This design comes from an exercise in tuning for small area, a short achievable clock period and few clock cycles per item on the open sky130 flow, not from production work. Only simulation tests tie the RTL to the original design; equivalence was not proved.

## main
## pv_perturb_observe_mppt
module pv_perturb_observe_mppt (
	input  logic        clk,
	input  logic        arst_n,
	input  logic        sample_valid,
	output logic        sample_ready,
	input  logic [1:0]  sample_action,
	input  logic [14:0] sample_pv_voltage,
	input  logic [14:0] sample_pv_current,
	input  logic [14:0] sample_charge_current,
	input  logic        sample_pause,
	output logic        result_valid,
	input  logic        result_ready,
	output logic [14:0] result_voltage_ref,
	output logic        result_evaluated,
	output logic        result_forced_pulldown,
	input  logic        cfg_valid,
	output logic        cfg_ready,
	input  logic [2:0]  cfg_index,
	input  logic [15:0] cfg_data
);
clock: 11.5 ns
lec_check: 0
cap_margin: 20
core_margin: 2
core_utilization: 40
cts_buf_list: sky130_fd_sc_hd__clkbuf_16
cts_cluster_diameter: 80
cts_cluster_size: 25
slew_margin: 20
standard.sh (not shown) runs the stock make flow with config.mk's settings and CLKGATE_MAP_FILE= SYNTH_SCRIPT=/design/flow/synth_recipe.tcl, a recipe that flattens the netlist after the stock synthesis.
==> flow/flow/run.sh <==
#!/bin/bash
# Standard ORFS layout (the standard.sh), with extra make settings read from
# flow/knobs.txt: the timing repair aims for extra setup slack and the port buffers use a
# plain buffer cell. The clock period and all constraints stay the design's.
set -euo pipefail
mapfile -t KNOBS < <(grep -v '^#' flow/knobs.txt | grep .)
bash standard.sh "${KNOBS[@]}" finish > flow_standard.log 2>&1
==> flow/flow/knobs.txt <==
SETUP_SLACK_MARGIN=7.5
BUFFER_PORTS_ARGS=-buffer_cell sky130_fd_sc_hd__buf_2
Testbench counts of main, summed over its fixed seeds: cycles 12,115, items 12,083.
Setup changes, main to the feature branch
- CTS_CLUSTER_DIAMETER now 100, was 80
- CTS_CLUSTER_SIZE now 30, was 25
- CTS_BUF_LIST now sky130_fd_sc_hd__clkbuf_8 sky130_fd_sc_hd__clkbuf_16, was sky130_fd_sc_hd__clkbuf_16
--- a/flow/flow/knobs.txt
+++ b/flow/flow/knobs.txt
@@ -1 +1 @@
-SETUP_SLACK_MARGIN=7.5
+SETUP_SLACK_MARGIN=7.7
==> comparison <==
From main to the feature branch the numbers moved as follows: via count increased about 1.2%; number of placed instances, taps included level; post-layout instance area went up 380 um^2; clock-buffer cell count moved down.
The worst setup slack of the feature branch exceeds that of main by 0.11 ns.
Routed wire length: the feature branch vs main up 0.36%
Summary of the feature branch over main: number of standard cells in the final layout excluding fillers increased by 1.1% relative to the old numbers, final critical path time including I/O delays and setup dropped 0.11 ns.


## run 1
pv_perturb_observe_mppt again, from the RTL that the note above started with.
clock: 11.5 ns
lec_check: 0
cap_margin: 20
core_margin: 2
core_utilization: 40
cts_buf_list: sky130_fd_sc_hd__clkbuf_8 sky130_fd_sc_hd__clkbuf_16
cts_cluster_diameter: 100
cts_cluster_size: 30
slew_margin: 20
==> flow/flow/knobs.txt <==
SETUP_SLACK_MARGIN=7.5
BUFFER_PORTS_ARGS=-buffer_cell sky130_fd_sc_hd__buf_2
Scripts as last shown in full above: flow/flow/run.sh
Testbench counts of run 1, summed over its fixed seeds: cycles 12,115, items 12,083.
#### Input delta (run 2 over run 1)
Settings: a deleted CTS_CLUSTER_SIZE that had been 30; a deleted CTS_BUF_LIST that had been sky130_fd_sc_hd__clkbuf_8 sky130_fd_sc_hd__clkbuf_16; a deleted CTS_CLUSTER_DIAMETER that had been 100.
==> flow/flow/knobs.txt <==
SETUP_SLACK_MARGIN=7
BUFFER_PORTS_ARGS=-buffer_cell sky130_fd_sc_hd__buf_2
[summary]
Run 2 against run 1: sequential cell count has remained practically unchanged.
On clock latency on the worst-skew pair: run 2 sits above run 1.
Compared with run 1, run 2 degrades final instance area.
The routed wire length on met2 in run 2 was lower than what run 1 gave.
From run 1 to run 2 the numbers moved as follows: clock skew climbed 0.026 ns.
### run 2 -> run 3
Settings: CORE_UTILIZATION now 55, was 40.
==> flow/flow/knobs.txt <==
SETUP_SLACK_MARGIN=7.5
BUFFER_PORTS_ARGS=-buffer_cell sky130_fd_sc_hd__buf_2
- Run 3 ended up with a higher met1 track demand over resource than run 2 did.
- Looking at fraction of final layout cells sized beyond drive strength 1, run 3 sits above run 2.
- Compared with run 2, in run 3 count of hold-fix buffers inserted at cts now sits at about the same level; shortest period the worst path allows now sits lower; max-slew violation total from the final report now sits at about the same level; area growth from synthesis to layout now sits lower.


== the reference run ==
pv_perturb_observe_mppt again, from the RTL that the note above started with.
==> flow/config.mk <==
export PLATFORM = sky130hd
export DESIGN_NAME = pv_perturb_observe_mppt
export DESIGN_NICKNAME = pv_perturb_observe_mppt
export VERILOG_FILES = /design/flow/design.v
export SDC_FILE = /design/flow/constraint.sdc
export NUM_CORES = 4
export LEC_CHECK = 0
export CAP_MARGIN = 20
export CORE_MARGIN = 2
export CORE_UTILIZATION = 40
export SLEW_MARGIN = 20
==> flow/constraint.sdc <==
create_clock -name core_clock -period 11.5 [get_ports {clk}]
set_input_delay 2.3000 -clock core_clock [delete_from_list [all_inputs] [get_ports {clk}]]
set_output_delay 2.3000 -clock core_clock [all_outputs]
set_load 0.01 [all_outputs]
==> flow/flow/knobs.txt <==
SETUP_SLACK_MARGIN=7.5
BUFFER_PORTS_ARGS=-buffer_cell sky130_fd_sc_hd__buf_2
Scripts as last shown in full above: flow/flow/run.sh
Testbench counts of the reference run, summed over its fixed seeds: cycles 12,115, items 12,083.
Setup changes, the reference run to the trial run
Settings: CTS_BUF_LIST now sky130_fd_sc_hd__clkbuf_8 sky130_fd_sc_hd__clkbuf_16, previously not set; CTS_CLUSTER_DIAMETER now 100, previously not set; CTS_CLUSTER_SIZE now 30, previously not set.
==> flow/flow/knobs.txt <==
SETUP_SLACK_MARGIN=7.5
BUFFER_PORTS_ARGS=-buffer_cell sky130_fd_sc_hd__buf_1
The trial run vs. the reference run: largest incremental delay on the critical path went up; non-clock buffer count went up; overall routed net length went down; hold slack went up. Re share of the cycle needed by the critical path after routing: the reference run and the trial run aren't equal, and the higher value belongs to the trial run. Going from the reference run to the trial run, the count of cells resized by post-cts repair was found to have gone down by 3. Between the reference run and the trial run, via density per instance decreased. Largest clock skew in the final design delta (the trial run − the reference run): favourable. Cell area reported after detailed placement (the trial run vs. the reference run) decreases slightly. The trial run vs. the reference run: count of vias placed by the detailed router went down by 236. Lower met2 track demand over resource in global routing goes to the trial run over the reference run. The trial run went all the way through synthesis, placement and routing and the layout is clean on timing, DRC and antenna.

## static timing again, ports no longer ideal
In the flow no input, the clock included, has a driving cell. The finished layouts below were timed again as built, in two steps.
Step 1: set_driving_cell puts a clkbuf_16 on clk and a buf_2 on each other input, an assumption about the parent block.
Step 2 also shifts input and output timing later by t, the mid clock arrival at the registers, as if the neighbouring blocks saw the same clock.
Slacks: ideal ports / drivers / drivers and shift; pairs: ideal ports / drivers.
run | t, ns | setup WS [ns] | worst hold slack (ns) | worst data-port slew with drivers (ns) | cell pins on the clock port's net
main | 0.656 | 7.580 / 7.580 / 7.294 | 0.450 / 0.450 / 0.450 | 0.04 | 1
the feature branch | 0.638 | 7.694 / 7.694 / 7.439 | 0.428 / 0.428 / 0.428 | 0.04 | 1
run 1 | 0.625 | 7.608 / 7.608 / 7.298 | 0.453 / 0.453 / 0.453 | 0.04 | 1
run 2 | 0.658 | 7.192 / 7.192 / 7.192 | 0.439 / 0.439 / 0.439 | 0.04 | 1
run 3 | 0.626 | 7.556 / 7.556 / 7.295 | 0.444 / 0.444 / 0.444 | 0.04 | 1
the reference run | 0.663 | 7.616 / 7.616 / 7.280 | 0.439 / 0.439 / 0.439 | 0.04 | 1
the trial run | 0.644 | 7.560 / 7.560 / 7.330 | 0.446 / 0.446 / 0.446 | 0.05 | 1
After both steps every run listed still meets setup and hold. For the reference run, which loses most, drivers alone change the setup slack by 0.000 ns; drivers and shift together by -0.336 ns.
